From an optimization exercise on the open Yosys and OpenROAD flow, aimed at small area, a short achievable clock period and few clock cycles; shortcuts taken in it are not production practice.
Only simulation tests tie the RTL to the original design; equivalence was not proved.

==> flow/design.v, too long to show whole: its modules and the start of the top module <==
// module gcn_sequencer: 27 lines
// module gcn_adjacency: 29 lines
// module gcn_aggregate: 331 lines
// module gcn_transform: 30 lines
// module gcn_wreg: 8 lines
// module gcn_mac: 136 lines
// module gcn_fa: 10 lines
// module gcn_ha: 9 lines
// module gcn_argmax: 33 lines
// module gcn_cls: 172 lines
// module gcn_top: 65 lines
module gcn_top (
    input  logic                                      clk,
    input  logic                                      rst_n,
    input  logic                                      start,
    input  logic [6-1:0][3-1:0]    edge_src,
    input  logic [6-1:0][3-1:0]    edge_dst,
    input  logic [6-1:0][5-1:0]    feat_col,
    input  logic [3-1:0][5-1:0]  weight_row,
    output logic                                      feat_re,
    output logic [4-1:0]                    feat_addr,
    output logic [6-1:0][2-1:0]   y,
    output logic                                      done
);
  // ...
==> flow/run.sh <==
#!/bin/bash
# synth_recipe.tcl (not shown) runs the flow's synth.tcl, then flattens the netlist and writes it again
# the make line also repeats each setting of config.mk as NAME=value (left out here)
make -C /OpenROAD-flow-scripts/flow DESIGN_CONFIG=/design/flow/config.mk WORK_HOME=/design/flow/orfs CLKGATE_MAP_FILE= SYNTH_SCRIPT=/design/flow/synth_recipe.tcl finish
==> flow/config.mk <==
export PLATFORM = sky130hd
export DESIGN_NAME = gcn_top
export DESIGN_NICKNAME = gcn_top
export VERILOG_FILES = /design/flow/design.v
export SDC_FILE = /design/flow/constraint.sdc
export NUM_CORES = 4
export LEC_CHECK = 0
export ABC_CLOCK_PERIOD_IN_PS = 3000
export CAP_MARGIN = 20
export CORE_MARGIN = 2
export CORE_UTILIZATION = 40
export CTS_BUF_LIST = sky130_fd_sc_hd__clkbuf_8
export CTS_CLUSTER_DIAMETER = 60
export CTS_CLUSTER_SIZE = 16
export PLACE_DENSITY = 0.75
export SETUP_SLACK_MARGIN = 4.2
export SLEW_MARGIN = 20
export SYNTH_HIERARCHICAL = 1
==> flow/constraint.sdc <==
create_clock -name core_clock -period 7.5 [get_ports {clk}]
set_input_delay 1.5000 -clock core_clock [delete_from_list [all_inputs] [get_ports {clk}]]
set_output_delay 1.5000 -clock core_clock [all_outputs]
set_load 0.01 [all_outputs]
==> flow_metrics.tcl, run 1 <==
set metrics [dict create \
    status "no timing/DRC/antenna violations" \
    wl_per_cell_microns 19.1 \
    path_cells "a22oi_2, xnor2_2, ha_2, fa_1, fa_1, ha_1, ha_1, o211ai_1, buf_4, nand2_1, ha_2, nor2_2, xnor2_1" \
    drtAntennaViolNets 0 \
    cp.required_ns 8.16 \
    hold_buffers 0 \
    grt_pass1_wl_mm 176 \
    grt_usage_pct 20.0 \
    grt_max_degree 23 \
    grt_pass1_vias 32800 \
    top_register "i_xfm.g_node.g_cls.u_mac.acc" \
    largest_class "multi-input gates" \
    ioPinCount 102 \
    h-tree-depth 2 \
    wl_met1_mm 48.5 \
    maxSlewViolCount 0 \
    dp_hpwl_mm 83.3 \
    pre_cts_ws_ns 3.72 \
    die_area_sq_um 109000 \
    cts.clk_slew.worst_paths_ns 0.10 \
    rr_startpoint "i_agg.agg_sum[45]" \
    final.period_utilization_pct 43.5 \
    wl_met3_mm 7.53 \
    largest_reg_flops 216 \
]
Testbench counts, summed over its fixed seeds: cycles 8,064.
==> run 2, diff against run 1 <==
--- a/flow/config.mk
+++ b/flow/config.mk
@@ -14,4 +14,3 @@
 export CTS_CLUSTER_SIZE = 16
-export PLACE_DENSITY = 0.75
-export SETUP_SLACK_MARGIN = 4.2
+export SETUP_SLACK_MARGIN = 4.0
 export SLEW_MARGIN = 20
==> run 2 against run 1 <==
Compared with the run above: register-to-register slack got worse by 0.12 ns; setup slack got worse by 0.12 ns; largest cell class unchanged; area after synthesis did not move; flip-flop and latch count stayed put; cell count is 1.0% lower; synthesized cell count did not move; critical path depth fell by 1; first-iteration DRC count shrank 17%; core utilization is 0.76 points lower.
==> flow_metrics.tcl, run 2 <==
set metrics [dict create \
    synth_area_sq_um 42500 \
    die_area_sq_um 109000 \
    startpoint_type "flip-flop" \
    num_rows 119 \
    cts_buffer_depth 3 \
    fin_util_pct 43.5 \
    relSlewSlack_pct 28.5 \
    syn_area_per_cell_sq_um 9.77 \
    cpMostUsedCell "ha_1" \
    nNetsFinal 5222 \
    drtIter0Drc 2249 \
    cts_tree "done" \
    syn_to_final_growth_pct 7.90 \
    syn_nets 5255 \
    path_max_fanout 16 \
    drt_wl_total_mm 108 \
    die_w_microns 330 \
    numCtsBuffers 61 \
    antenna_found_initial 10 \
    core_area_sq_um 105000 \
    remaining_drc_errors 0 \
    timing.final.hold_violations 0 \
    grt_pass1_wl_mm 172 \
    die_h_microns 330 \
    initial_core_util_pct 40.3 \
    gp_congestion 0.949 \
    nFillCells 10300 \
    tns_ns 0 \
    ioPinCount 102 \
    worst-path-stages 12 \
    criticalPathCategory "reg2reg" \
    clkSinkCount 453 \
    dr.pass1.iters 19 \
    final.period_utilization_pct 45.0 \
    wl_met1_mm 48.8 \
    via_per_inst 5.53 \
    port_buffers 100 \
    grt_usage_pct 19.7 \
    layout_commonest_cell "ha_1" \
    clk_latency_ns 0.79 \
    grt_max_degree 23 \
    top_regs "i_xfm.g_node.g_cls.u_mac.acc x216, i_xfm.g_wreg.u_wreg.q x54, i_agg.agg_sum x48" \
    topRoutingLayerUsed "met5" \
    top_register "i_xfm.g_node.g_cls.u_mac.acc" \
    end_kind "flip-flop" \
    hold_path.class "reg2reg" \
    via_count 31900 \
    setup_viol 0 \
    status "no timing/DRC/antenna violations" \
    finClkSkew_ns 0.0624 \
    cpMaxStageDelayCell "dfxtp_2" \
    r2r_cells 12 \
    min_path_cells 0 \
    worst_slew_pin_slew_ns 1.06 \
    dpl_cell_area_sq_um 44200 \
    final_cell_mix "ha_1 (578), xnor2_1 (470), dfxtp_1 (321), a22oi_1 (264), fa_1 (239)" \
    worst_path_largest_cell_delay_ns 0.54 \
    yosysWarnings 12 \
    worst-path-buf-inv 0 \
    critical_path.top_delay_family "adder cells" \
    drv_cap 0 \
    drtAntennaViolNets 0 \
    wl_met3_mm 5.83 \
    largest_reg_flops 216 \
    rrSetupSlack_ns 4.12 \
    ctsRootBufferMaster "clkbuf_8" \
    syn_inst 4354 \
    fmax_mhz 296 \
    h-tree-depth 2 \
    wl_met2_mm 49.0 \
    grt_overflow_total 0 \
    fin_crit_ns 3.38 \
    critical_path_arrival_ns 4.06 \
    dp_hpwl_mm 83.6 \
    drive_gt1_share_pct 15.5 \
    fin_area_sq_um 45900 \
    grt_pass1_vias 31300 \
    wl_per_cell_microns 18.7 \
    hold_buffers 0 \
    path_cells "a22oi_1, xnor2_1, ha_1, fa_1, fa_1, ha_1, ha_1, o211ai_1, nand2_1, ha_1, nor2_1, xnor2_1" \
    cts.clk_slew.worst_paths_ns 0.10 \
    rsz0062_at_grt "yes" \
    maxSlewViolCount 0 \
    cp.required_ns 8.18 \
]
-- run 2: cell types whose count changed in the layout (fill, tap and decap cells not counted), sizes merged --
| cell | change |
|---|---|
| diode | +2 |
| dlygate4sd2 | -2 |
| clkbuf | +4 |
| clkdlybuf4s50 | +3 |
| inv | -1 |
| dlymetal6s2s | -1 |
| clkinv | +8 |
| bufinv | -1 |
| buf | -72 |
-- run 2: final timing paths --
check	end	startpoint
worst max-delay path	i_xfm.g_node[0].g_cls[2].u_mac.acc[10]	i_xfm.g_wreg[0].u_wreg.q[9]
worst min-delay path	i_xfm.g_wreg[1].u_wreg.q[11]	i_agg.wd_r[7]
worst max register to register	i_xfm.g_node[0].g_cls[2].u_mac.acc[10]	i_xfm.g_wreg[0].u_wreg.q[9]
worst min register to register	i_xfm.g_wreg[1].u_wreg.q[11]	i_agg.wd_r[7]
max in group asynchronous	i_seq.cnt[2]	rst_n
min in group asynchronous	i_seq.cnt[4]	rst_n
-- run 2: metal layers --
layer	vias up	track usage, %
li1	15500	-
met1	15300	26.6
met2	831	31.9
met3	210	3.14
met4	8	7.15
met5	-	0
-- run 2: stage by stage --
step,hold WS (ns),worst slack [ns],std cells
final,0.436,4.12,5768
after global routing,0.469,3.97,5766
after CTS,0.461,3.98,5760
after detailed placement,0.449,3.77,5646
after global placement,0.449,3.78,5646
after floorplan,0.410,4.39,4354
-- run 2: area by class of cell --
cell class | count | area, sq um | share of cell area [%]
inverter | 136 | 510 | 1.11
antenna | 5 | 12.5 | 0.0273
tap | 1391 | 1740 | 3.79
sequential | 453 | 9600 | 20.9
timing repair buffer | 123 | 1190 | 2.59
clock inverter | 50 | 626 | 1.36
clock buffer | 64 | 881 | 1.92
multi-input combinational | 3546 | 31300 | 68.3
-- run 2: timing repair --
item | in CTS | in global routing
pin swaps | 0 | 1
cloned | 0 | 0
buffers inserted | 0 | 3
endpoints found under the setup margin | 55 | 59
resized for setup | 39 | 83
==> run 3, diff against run 2 <==
--- a/flow/config.mk
+++ b/flow/config.mk
@@ -7,3 +7,3 @@
 export LEC_CHECK = 0
-export ABC_CLOCK_PERIOD_IN_PS = 3000
+export ABC_CLOCK_PERIOD_IN_PS = 2500
 export CAP_MARGIN = 20
@@ -14,3 +14,3 @@
 export CTS_CLUSTER_SIZE = 16
-export SETUP_SLACK_MARGIN = 4.0
+export SETUP_SLACK_MARGIN = 4.2
 export SLEW_MARGIN = 20
==> run 3 against run 2 <==
Compared with the run above: worst hold slack about the same; critical path depth up 1; first-iteration DRC count up 0.53%; highest routed layer unchanged; area after synthesis unchanged; still clean on timing, DRC and antenna; cell count up 1.5%; core utilization up 1.1 points.
==> flow_metrics.tcl, run 3 <==
set metrics [dict create \
    port_buffers 100 \
    rr_startpoint "i_agg.agg_sum[5]" \
    finClkSkew_ns 0.0656 \
    remaining_drc_errors 0 \
    h-tree-depth 2 \
    die_area_sq_um 109000 \
    wl_per_cell_microns 19.0 \
    end_kind "flip-flop" \
    nNetsFinal 5308 \
    final.period_utilization_pct 43.4 \
    dpl_cell_area_sq_um 44200 \
    path_max_fanout 7 \
    syn_to_final_growth_pct 10.7 \
    drive_gt1_share_pct 18.3 \
    setup_viol 0 \
    dp_hpwl_mm 83.6 \
    grt_pass1_vias 31400 \
    grt_overflow_total 0 \
    via_per_inst 5.56 \
    pre_cts_ws_ns 3.77 \
    die_h_microns 330 \
    drv_cap 0 \
    drtAntennaViolNets 0 \
    num_rows 119 \
    ctsRootBufferMaster "clkbuf_8" \
    grt_max_degree 23 \
    timing.final.hold_violations 0 \
    drtIter0Drc 2261 \
    clk_latency_ns 0.80 \
    worst_slew_pin_slew_ns 1.12 \
    startpoint_type "flip-flop" \
    relSlewSlack_pct 24.8 \
    cp.required_ns 8.18 \
    setup_ws_ns 4.25 \
    tns_ns 0 \
    hold_path.class "reg2reg" \
    dr.pass1.iters 16 \
    grt_pass1_wl_mm 172 \
    top_register "i_xfm.g_node.g_cls.u_mac.acc" \
    cts_buffer_depth 3 \
    critical_path_arrival_ns 3.94 \
    hp-start "i_agg.wd_r[7]" \
    cts_tree "done" \
    ioPinCount 102 \
    cts.clk_slew.worst_paths_ns 0.10 \
    rrSetupSlack_ns 4.25 \
    core_area_sq_um 105000 \
    final_cell_mix "ha_1 (560), xnor2_1 (470), dfxtp_1 (311), a22oi_1 (250), fa_1 (239)" \
    drt_wl_total_mm 111 \
    rsz0062_at_grt "yes" \
    largest_reg_flops 216 \
    clkSinkCount 453 \
    hold_buffers 0 \
    numCtsBuffers 61 \
    gp_congestion 0.949 \
    initial_core_util_pct 40.3 \
    criticalPathCategory "reg2reg" \
    die_w_microns 330 \
    status "no timing/DRC/antenna violations" \
    syn_nets 5255 \
    yosysWarnings 12 \
    synth_area_sq_um 42500 \
    layout_commonest_cell "ha_1" \
    fin_area_sq_um 47100 \
    crit_path_start "i_agg.agg_sum[5]" \
    top_regs "i_xfm.g_node.g_cls.u_mac.acc x216, i_xfm.g_wreg.u_wreg.q x54, i_agg.agg_sum x48" \
    syn_area_per_cell_sq_um 9.77 \
    grt_usage_pct 19.8 \
    syn_inst 4354 \
    antenna_found_initial 11 \
    maxSlewViolCount 0 \
    via_count 32500 \
    fmax_mhz 307 \
    fin_crit_ns 3.25 \
]
run 3: changes by cell type in the layout (fill, tap and decap cells not counted), moves of 5 or more:
cell	change
buf_2	+7
a21oi_2	+5
buf_4	+54
dfxtp_2	-50
ha_1	-18
buf_6	+9
a22oi_1	-14
buf_12	+9
a22oi_2	+14
ha_2	+16
a21oi_1	-5
dfxtp_4	+60
dfxtp_1	-10
run 3: per-layer routing:
metal  share of wire (%)  wire length [microns]  up-vias  global-route usage [%]
li1                    -                      -    15700                       -
met1                  45                  50600    15700                    26.7
met2                  46                  50800      899                    32.1
met3                 5.3                   5930      206                    3.13
met4                 3.5                   3950        8                    7.12
met5               0.045                     50        -                       0
run 3: through the flow:
step / std cells / hold WS (ns) / util (%)
3_3_place_gp: 5646 / 0.449 / 41.9
5_1_grt: 5852 / 0.470 / 44.7
4_1_cts: 5772 / 0.459 / 43.6
2_1_floorplan: 4354 / 0.410 / -
6_report: 5853 / 0.436 / 44.7
3_5_place_dp: 5646 / 0.449 / 41.9
run 3: critical path, stage by stage (launching register included):
cell,delay [ns]
dfxtp_4,0.38
buf_12,0.14
a22oi_2,0.16
xnor2_1,0.14
ha_2,0.20
fa_1,0.42
fa_1,0.45
ha_1,0.31
ha_2,0.19
o211ai_1,0.30
nand2_1,0.10
ha_2,0.18
nor2_2,0.11
xnor2_1,0.11
run 3: final cells by class:
cell class | instances | area [sq um]
Tap cell | 1391 | 1740
Inverter | 136 | 510
Multi-Input combinational cell | 3546 | 31500
Clock inverter | 50 | 626
Timing Repair Buffer | 209 | 2010
Sequential cell | 453 | 9760
Antenna cell | 4 | 10.0
Fill cell | 10200 | 58300
Clock buffer | 64 | 881
run 3: what timing repair did:
item                       in CTS  in global routing
gates resized for setup       127                135
gates cloned                    0                  3
setup endpoints to repair     113                 61
pin swaps                       1                 30
setup buffers                  12                 74
run 3: worst paths after layout:
kind,endpoint,cells after the start
setup / recovery,i_xfm.g_node[0].g_cls[2].u_mac.acc[10],13
hold / removal,i_xfm.g_wreg[1].u_wreg.q[11],0
setup reg to reg,i_xfm.g_node[0].g_cls[2].u_mac.acc[10],13
hold reg to reg,i_xfm.g_wreg[1].u_wreg.q[11],0
max in group asynchronous,i_seq.cnt[2],1
min in group asynchronous,i_seq.cnt[4],1

-- separate check: timing with driven ports --
The flow's constraints put no driver on any port. The routed layouts listed below were extracted and timed again, unchanged, in two steps. Step 1: set_driving_cell puts a clkbuf_16 on clk and a buf_2 on each other input, an assumption about the parent block. Step 2 moves the port delays by t, midway between the first and last clock arrival at a register: inputs arrive t later, outputs are due t later. That takes back most of the time a late clock gives input paths. Three values: no drivers, after step 1, after step 2; two values: the first two.
| run | t, ns | setup WS [ns] | worst setup path after step 2 | slew at the worst register clock pin (ns) | worst slew at a driven data input, ns |
|---|---|---|---|---|---|
| run 1 | 0.791 | 4.240 / 4.240 / 3.685 | input to register | 0.11 / 0.11 | 0.10 |
| run 2 | 0.825 | 4.122 / 4.122 / 3.806 | input to register | 0.10 / 0.10 | 0.12 |
| run 3 | 0.826 | 4.245 / 4.243 / 3.833 | input to register | 0.10 / 0.10 | 0.12 |
After both steps every run listed still meets setup and hold. For run 1, which loses most, drivers alone change the setup slack by 0.000 ns; drivers and shift together by -0.555 ns.
